Context: an optimization exercise on an open-source flow, tuned for small area, a short achievable clock period and few clock cycles per item. The choices shown serve that exercise and are no tape-out recipe. At most, simulation tests tie the RTL to the original design; equivalence was not proved. No activity file was given, so power comes from the tool's default toggle rates.

Setup of main:
==> module cnn_layer_par, before the edit <==
module cnn_layer_par (
  input  logic         clk,
  input  logic         reset,
  input  logic         start,
  input  logic [3:0]   ch_en,
  input  logic         relu_en,
  input  logic         wt_we,
  input  logic [1:0]   wt_ch,
  input  logic [0:0]   wt_w,
  input  logic [3:0]   wt_tap,
  input  logic [15:0]  wt_data,
  input  logic         in_valid,
  output logic         in_ready,
  input  logic [63:0]  in_data,
  output logic [127:0] out_data,
  output logic [3:0]   finished
);
  logic       busy_q;      
  logic [8:0] tap_q;       
  logic       rdy_q;
  logic [3:0] en_q, fin_q;
  logic       relu_q;
  logic       first_q;     
  logic       p1_q;        
  logic       p2_q;        
  logic       clr_q;       
  logic       go, hs;
  assign go = start & ~busy_q;
  assign hs = in_valid & rdy_q & (busy_q | start);
  always_ff @(posedge clk) begin
    if (reset) begin
      busy_q  <= 1'b0;
      tap_q   <= 9'd1;
      rdy_q   <= 1'b1;
      en_q    <= '0;
      relu_q  <= 1'b0;
      fin_q   <= '0;
      first_q <= 1'b0;
      p1_q    <= 1'b0;
      p2_q    <= 1'b0;
      clr_q   <= 1'b1;
    end else begin
      clr_q   <= p2_q;
      first_q <= hs & tap_q[0];
      p1_q    <= hs & tap_q[8];
      p2_q    <= p1_q;
      if (go) begin
        busy_q <= 1'b1;
        en_q   <= ch_en;
        relu_q <= relu_en;
        fin_q  <= '0;
      end else if (p2_q) begin
        busy_q <= 1'b0;
        fin_q  <= '1;
      end else if (busy_q) begin
        fin_q  <= fin_q | ~en_q;    
      end
      if (p2_q) begin
        tap_q <= 9'd1;
        rdy_q <= 1'b1;
      end else if (hs) begin
        tap_q <= tap_q << 1;
        rdy_q <= ~tap_q[8];
      end
    end
  end
  logic [15:0] wt_q [72];
  logic [15:0] wdat;
  logic        wt_ok;
  assign wt_ok = wt_we & ~busy_q & (wt_tap < 4'd9);
  assign wdat  = reset ? 16'd0 : wt_data;
  for (genvar i = 0; i < 72; i++) begin : g_wt
    localparam int C = i / 18;
    localparam int W = (i / 9) % 2;
    localparam int T = i % 9;
    wire wen = reset | (wt_ok && wt_ch == C && wt_w == W && wt_tap == T);
    always_ff @(posedge clk) begin
      if (wen) wt_q[i] <= wdat;
    end
  end
  logic [7:0]  one_q [4];
  logic [7:0]  two_q [4];
  logic [7:0]  neg_q [4];
  logic [7:0]  negv_q [4];
  logic [15:0] w_q   [8];
  for (genvar c = 0; c < 4; c++) begin : g_enc
    logic [16:0] xe;
    logic [7:0] one_d, two_d, neg_d, negv_d;
    assign xe = {in_data[16*c +: 16], 1'b0};
    always_comb begin
      for (int j = 0; j < 8; j++) begin
        one_d[j] = hs & (xe[2*j+1] ^ xe[2*j]);
        two_d[j] = hs & ((xe[2*j+2] & ~xe[2*j+1] & ~xe[2*j]) | (~xe[2*j+2] & xe[2*j+1] & xe[2*j]));
        neg_d[j] = hs & xe[2*j+2];
        negv_d[j] = hs & ~xe[2*j+2];
      end
    end
    always_ff @(posedge clk) begin
      one_q[c] <= one_d;
      two_q[c] <= two_d;
      neg_q[c] <= neg_d;
      negv_q[c] <= negv_d;
    end
  end
  for (genvar l = 0; l < 8; l++) begin : g_wsel
    logic [15:0] ws;
    always_comb begin
      ws = '0;
      for (int t = 0; t < 9; t++) begin
        ws = ws | (wt_q[l*9 + t] & {16{tap_q[t]}});
      end
    end
    always_ff @(posedge clk) w_q[l] <= ws;
  end
  for (genvar l = 0; l < 8; l++) begin : g_lane
    cnn_mac_lane u_lane (
      .clk   (clk),
      .clr (go),
      .one   (one_q[l/2]),
      .two   (two_q[l/2]),
      .neg   (neg_q[l/2]),
      .negv  (negv_q[l/2]),
      .w     (w_q[l]),
      .relu  (relu_q),
      .en    (en_q[l/2]),
      .out   (out_data[16*l +: 16])
    );
  end
  assign in_ready = rdy_q;
  assign finished = fin_q;
endmodule
clock: 11.0 ns
lec_check: 0
cap_margin: 20
core_margin: 2
core_utilization: 55
cts_cluster_diameter: 60
cts_cluster_size: 30
slew_margin: 20
standard.sh (not shown) runs the stock make flow with config.mk's settings and CLKGATE_MAP_FILE= SYNTH_SCRIPT=/design/flow/synth_recipe.tcl, a recipe that flattens the netlist after the stock synthesis.
==> flow/flow/run.sh <==
#!/bin/bash
set -euo pipefail
MARGIN=${MARGIN:-7.5}
bash standard.sh SETUP_SLACK_MARGIN=$MARGIN \
  "BUFFER_PORTS_ARGS=-buffer_cell sky130_fd_sc_hd__buf_4" finish > standard_flow.log 2>&1
Testbench counts of main, summed over its fixed seeds: cycles 2,816, passes 256.
> inputs changed (main -> the feature branch)
--- a/flow/design.v
+++ b/flow/design.v
@@ -617,17 +617,26 @@
     end
   end
   logic [15:0] wt_q [72];
-  logic [15:0] wdat;
+  logic        wv_q;         
+  logic        wclr_q;       
+  logic [2:0]  wl_q;         
+  logic [8:0]  wt1_q;        
+  logic [15:0] wd_q;         
   logic        wt_ok;
   assign wt_ok = wt_we & ~busy_q & (wt_tap < 4'd9);
-  assign wdat  = reset ? 16'd0 : wt_data;
+  always_ff @(posedge clk) begin
+    wclr_q <= reset;
+    wv_q   <= ~reset & wt_ok;
+    wl_q   <= {wt_ch, wt_w};
+    wd_q   <= wt_data;
+    for (int t = 0; t < 9; t++) wt1_q[t] <= (wt_tap == 4'(t));
+  end
   for (genvar i = 0; i < 72; i++) begin : g_wt
-    localparam int C = i / 18;
-    localparam int W = (i / 9) % 2;
+    localparam int L = i / 9;
     localparam int T = i % 9;
-    wire wen = reset | (wt_ok && wt_ch == C && wt_w == W && wt_tap == T);
+    wire wen = wclr_q | (wv_q && wl_q == 3'(L) && wt1_q[T]);
     always_ff @(posedge clk) begin
-      if (wen) wt_q[i] <= wdat;
+      if (wen) wt_q[i] <= wclr_q ? 16'd0 : wd_q;
     end
   end
   logic [7:0]  one_q [4];
@@ -662,7 +671,8 @@
         ws = ws | (wt_q[l*9 + t] & {16{tap_q[t]}});
       end
     end
-    always_ff @(posedge clk) w_q[l] <= ws;
+    wire hit = wclr_q | (wv_q && wl_q == 3'(l) && |(wt1_q & tap_q));
+    always_ff @(posedge clk) w_q[l] <= hit ? (wclr_q ? 16'd0 : wd_q) : ws;
   end
   for (genvar l = 0; l < 8; l++) begin : g_lane
     cnn_mac_lane u_lane (
==> comparison <==
- Looking at global-route wire length before repair across the feature branch and main, the one that comes out lower is main.
- Final cell count, the feature branch and main: lower on main
- Internal power contribution (lower): the feature branch
- main -> the feature branch: final critical-path share of the clock period flat
- Per the comparison of the feature branch with main, total routed wire length on the met1 layer picked up an extra 10 mm, HPWL reported at the end of detailed placement went up 5.6%.
- On part of the Yosys area used for sequential elements: the feature branch sits below main.
- main was smaller in final cell area than the feature branch.
- Final critical-path required period: the feature branch vs main up 16 ps
- In the reports for the feature branch and main, the larger count of clock-net buffers in the final layout belongs to main.
- From main to the feature branch the numbers moved as follows: share of the final layout cell area in multi-input gates about even, fraction of final layout cells with drive strength greater than 1 decreased by 0.58 points relative to the old numbers, setup slack lower.
- Going from main to the feature branch, die area grew slightly.
Testbench counts of the feature branch, summed over its fixed seeds: cycles 2,816, passes 256.

---

cnn_layer_par, a different RTL version from the one above (not shown whole).
Size in the first run: roughly 11000 cells after synthesis, roughly 130000 um2 of cells after synthesis.
==> module cnn_layer_par, before the edit <==
module cnn_layer_par (
  input  logic         clk,
  input  logic         reset,
  input  logic         start,
  input  logic [3:0]   ch_en,
  input  logic         relu_en,
  input  logic         wt_we,
  input  logic [1:0]   wt_ch,
  input  logic [0:0]   wt_w,
  input  logic [3:0]   wt_tap,
  input  logic [15:0]  wt_data,
  input  logic         in_valid,
  output logic         in_ready,
  input  logic [63:0]  in_data,
  output logic [127:0] out_data,
  output logic [3:0]   finished
);
  logic       busy_q;      
  logic [8:0] tap_q;       
  logic       rdy_q;
  logic [3:0] en_q, fin_q;
  logic       relu_q;
  logic       first_q;     
  logic       p1_q;        
  logic       p2_q;        
  logic       clr_q;       
  logic       go, hs;
  assign go = start & ~busy_q;
  assign hs = in_valid & rdy_q & (busy_q | start);
  always_ff @(posedge clk) begin
    if (reset) begin
      busy_q  <= 1'b0;
      tap_q   <= 9'd1;
      rdy_q   <= 1'b1;
      en_q    <= '0;
      relu_q  <= 1'b0;
      fin_q   <= '0;
      first_q <= 1'b0;
      p1_q    <= 1'b0;
      p2_q    <= 1'b0;
      clr_q   <= 1'b1;
    end else begin
      clr_q   <= p2_q;
      first_q <= hs & tap_q[0];
      p1_q    <= hs & tap_q[8];
      p2_q    <= p1_q;
      if (go) begin
        busy_q <= 1'b1;
        en_q   <= ch_en;
        relu_q <= relu_en;
        fin_q  <= '0;
      end else if (p2_q) begin
        busy_q <= 1'b0;
        fin_q  <= '1;
      end
      if (p2_q) begin
        tap_q <= 9'd1;
        rdy_q <= 1'b1;
      end else if (hs) begin
        tap_q <= tap_q << 1;
        rdy_q <= ~tap_q[8];
      end
    end
  end
  logic [15:0] wt_q [72];
  logic        wv_q;         
  logic        wclr_q;       
  logic [2:0]  wl_q;         
  logic [8:0]  wt1_q;        
  logic [15:0] wd_q;         
  logic        wt_ok;
  assign wt_ok = wt_we & ~busy_q & (wt_tap < 4'd9);
  always_ff @(posedge clk) begin
    wclr_q <= reset;
    wv_q   <= ~reset & wt_ok;
    wl_q   <= {wt_ch, wt_w};
    wd_q   <= wt_data;
    for (int t = 0; t < 9; t++) wt1_q[t] <= (wt_tap == 4'(t));
  end
  for (genvar i = 0; i < 72; i++) begin : g_wt
    localparam int L = i / 9;
    localparam int T = i % 9;
    wire wen = wclr_q | (wv_q && wl_q == 3'(L) && wt1_q[T]);
    always_ff @(posedge clk) begin
      if (wen) wt_q[i] <= wclr_q ? 16'd0 : wd_q;
    end
  end
  logic [7:0]  one_q [4];
  logic [7:0]  two_q [4];
  logic [7:0]  neg_q [4];
  logic [7:0]  negv_q [4];
  logic [15:0] w_q   [8];
  for (genvar c = 0; c < 4; c++) begin : g_enc
    logic [16:0] xe;
    logic [7:0] one_d, two_d, neg_d, negv_d;
    assign xe = {in_data[16*c +: 16], 1'b0};
    always_comb begin
      for (int j = 0; j < 8; j++) begin
        one_d[j] = hs & (xe[2*j+1] ^ xe[2*j]);
        two_d[j] = hs & ((xe[2*j+2] & ~xe[2*j+1] & ~xe[2*j]) | (~xe[2*j+2] & xe[2*j+1] & xe[2*j]));
        neg_d[j] = hs & xe[2*j+2];
        negv_d[j] = hs & ~xe[2*j+2];
      end
    end
    always_ff @(posedge clk) begin
      one_q[c] <= one_d;
      two_q[c] <= two_d;
      neg_q[c] <= neg_d;
      negv_q[c] <= negv_d;
    end
  end
  for (genvar l = 0; l < 8; l++) begin : g_wsel
    logic [15:0] ws;
    always_comb begin
      ws = '0;
      for (int t = 0; t < 9; t++) begin
        ws = ws | (wt_q[l*9 + t] & {16{tap_q[t]}});
      end
    end
    wire hit = wclr_q | (wv_q && wl_q == 3'(l) && |(wt1_q & tap_q));
    always_ff @(posedge clk) w_q[l] <= hit ? (wclr_q ? 16'd0 : wd_q) : ws;
  end
  for (genvar l = 0; l < 8; l++) begin : g_lane
    cnn_mac_lane u_lane (
      .clk   (clk),
      .clr (go),
      .one   (one_q[l/2]),
      .two   (two_q[l/2]),
      .neg   (neg_q[l/2]),
      .negv  (negv_q[l/2]),
      .w     (w_q[l]),
      .relu  (relu_q),
      .en    (en_q[l/2]),
      .out   (out_data[16*l +: 16])
    );
  end
  assign in_ready = rdy_q;
  assign finished = fin_q;
endmodule
export LEC_CHECK = 0
export CAP_MARGIN = 20
export CORE_MARGIN = 2
export CORE_UTILIZATION = 55
export CTS_CLUSTER_DIAMETER = 60
export CTS_CLUSTER_SIZE = 30
export SLEW_MARGIN = 20
create_clock -name core_clock -period 11.0 [get_ports {clk}]
==> flow/flow/run.sh <==
#!/bin/bash
set -euo pipefail
MARGIN=${MARGIN:-7.5}
bash standard.sh SETUP_SLACK_MARGIN=$MARGIN finish > standard_flow.log 2>&1
Then changed:
--- a/flow/design.v
+++ b/flow/design.v
@@ -605,4 +605,6 @@
         busy_q <= 1'b0;
         fin_q  <= '1;
+      end else if (busy_q) begin
+        fin_q  <= fin_q | ~en_q;    
       end
       if (p2_q) begin
@@ -616,24 +618,15 @@
   end
   logic [15:0] wt_q [72];
-  logic        wv_q;         
-  logic        wclr_q;       
-  logic [2:0]  wl_q;         
-  logic [8:0]  wt1_q;        
-  logic [15:0] wd_q;         
+  logic [15:0] wdat;
   logic        wt_ok;
   assign wt_ok = wt_we & ~busy_q & (wt_tap < 4'd9);
-  always_ff @(posedge clk) begin
-    wclr_q <= reset;
-    wv_q   <= ~reset & wt_ok;
-    wl_q   <= {wt_ch, wt_w};
-    wd_q   <= wt_data;
-    for (int t = 0; t < 9; t++) wt1_q[t] <= (wt_tap == 4'(t));
-  end
+  assign wdat  = reset ? 16'd0 : wt_data;
   for (genvar i = 0; i < 72; i++) begin : g_wt
-    localparam int L = i / 9;
+    localparam int C = i / 18;
+    localparam int W = (i / 9) % 2;
     localparam int T = i % 9;
-    wire wen = wclr_q | (wv_q && wl_q == 3'(L) && wt1_q[T]);
+    wire wen = reset | (wt_ok && wt_ch == C && wt_w == W && wt_tap == T);
     always_ff @(posedge clk) begin
-      if (wen) wt_q[i] <= wclr_q ? 16'd0 : wd_q;
+      if (wen) wt_q[i] <= wdat;
     end
   end
@@ -670,6 +663,5 @@
       end
     end
-    wire hit = wclr_q | (wv_q && wl_q == 3'(l) && |(wt1_q & tap_q));
-    always_ff @(posedge clk) w_q[l] <= hit ? (wclr_q ? 16'd0 : wd_q) : ws;
+    always_ff @(posedge clk) w_q[l] <= ws;
   end
   for (genvar l = 0; l < 8; l++) begin : g_lane
=>
- The new run went through all stages and came out clean
- register-to-register slack improved by 0.05 ns
- power climbs by a little under a tenth
- sequential cell count went down by 27
- setup slack is better by 0.12 ns
- cell area hardly moves
- core utilization is higher by 1.1 points
- maximum frequency grows by a few percent
- count of clock-buffer cells in the layout is lower by 8
- routed wire length fell by a few percent
- global-route usage falls by 1.2 points
- critical path depth fell by 1
- cell count goes down by a few percent
- die area goes down slightly
- area after synthesis drops slightly
Testbench counts after the change, summed over its fixed seeds: cycles 2,816, passes 256.
For the first run of this note, only the layout was checked, not whether the RTL still works.

[what the ideal ports hide]
In the flow no input, the clock included, has a driving cell. The finished layouts below were timed again as built, in two steps. Step 1 assumes that a clkbuf_16 drives the clock port and a buf_2 every other input. Step 2 moves the port delays by t, midway between the first and last clock arrival at a register: inputs arrive t later, outputs are due t later. That takes back most of the time a late clock gives input paths. Three values: no drivers, after step 1, after step 2; two values: the first two.
run	t, ns	slack for setup (ns)	worst setup path after step 2	latest minus earliest clock arrival (ns)
main	0.939	7.434 / 7.382 / 6.514	input to register	0.060 / 0.060
the feature branch	0.956	7.418 / 7.328 / 6.758	input to register	0.070 / 0.070
the first run of note 2	0.934	7.308 / 7.208 / 6.643	input to register	0.066 / 0.067
the second run of note 2	0.952	7.433 / 7.343 / 6.521	input to register	0.066 / 0.066
After both steps every run listed still meets setup and hold. For main, which loses most, drivers alone change the setup slack by -0.052 ns; drivers and shift together by -0.920 ns.
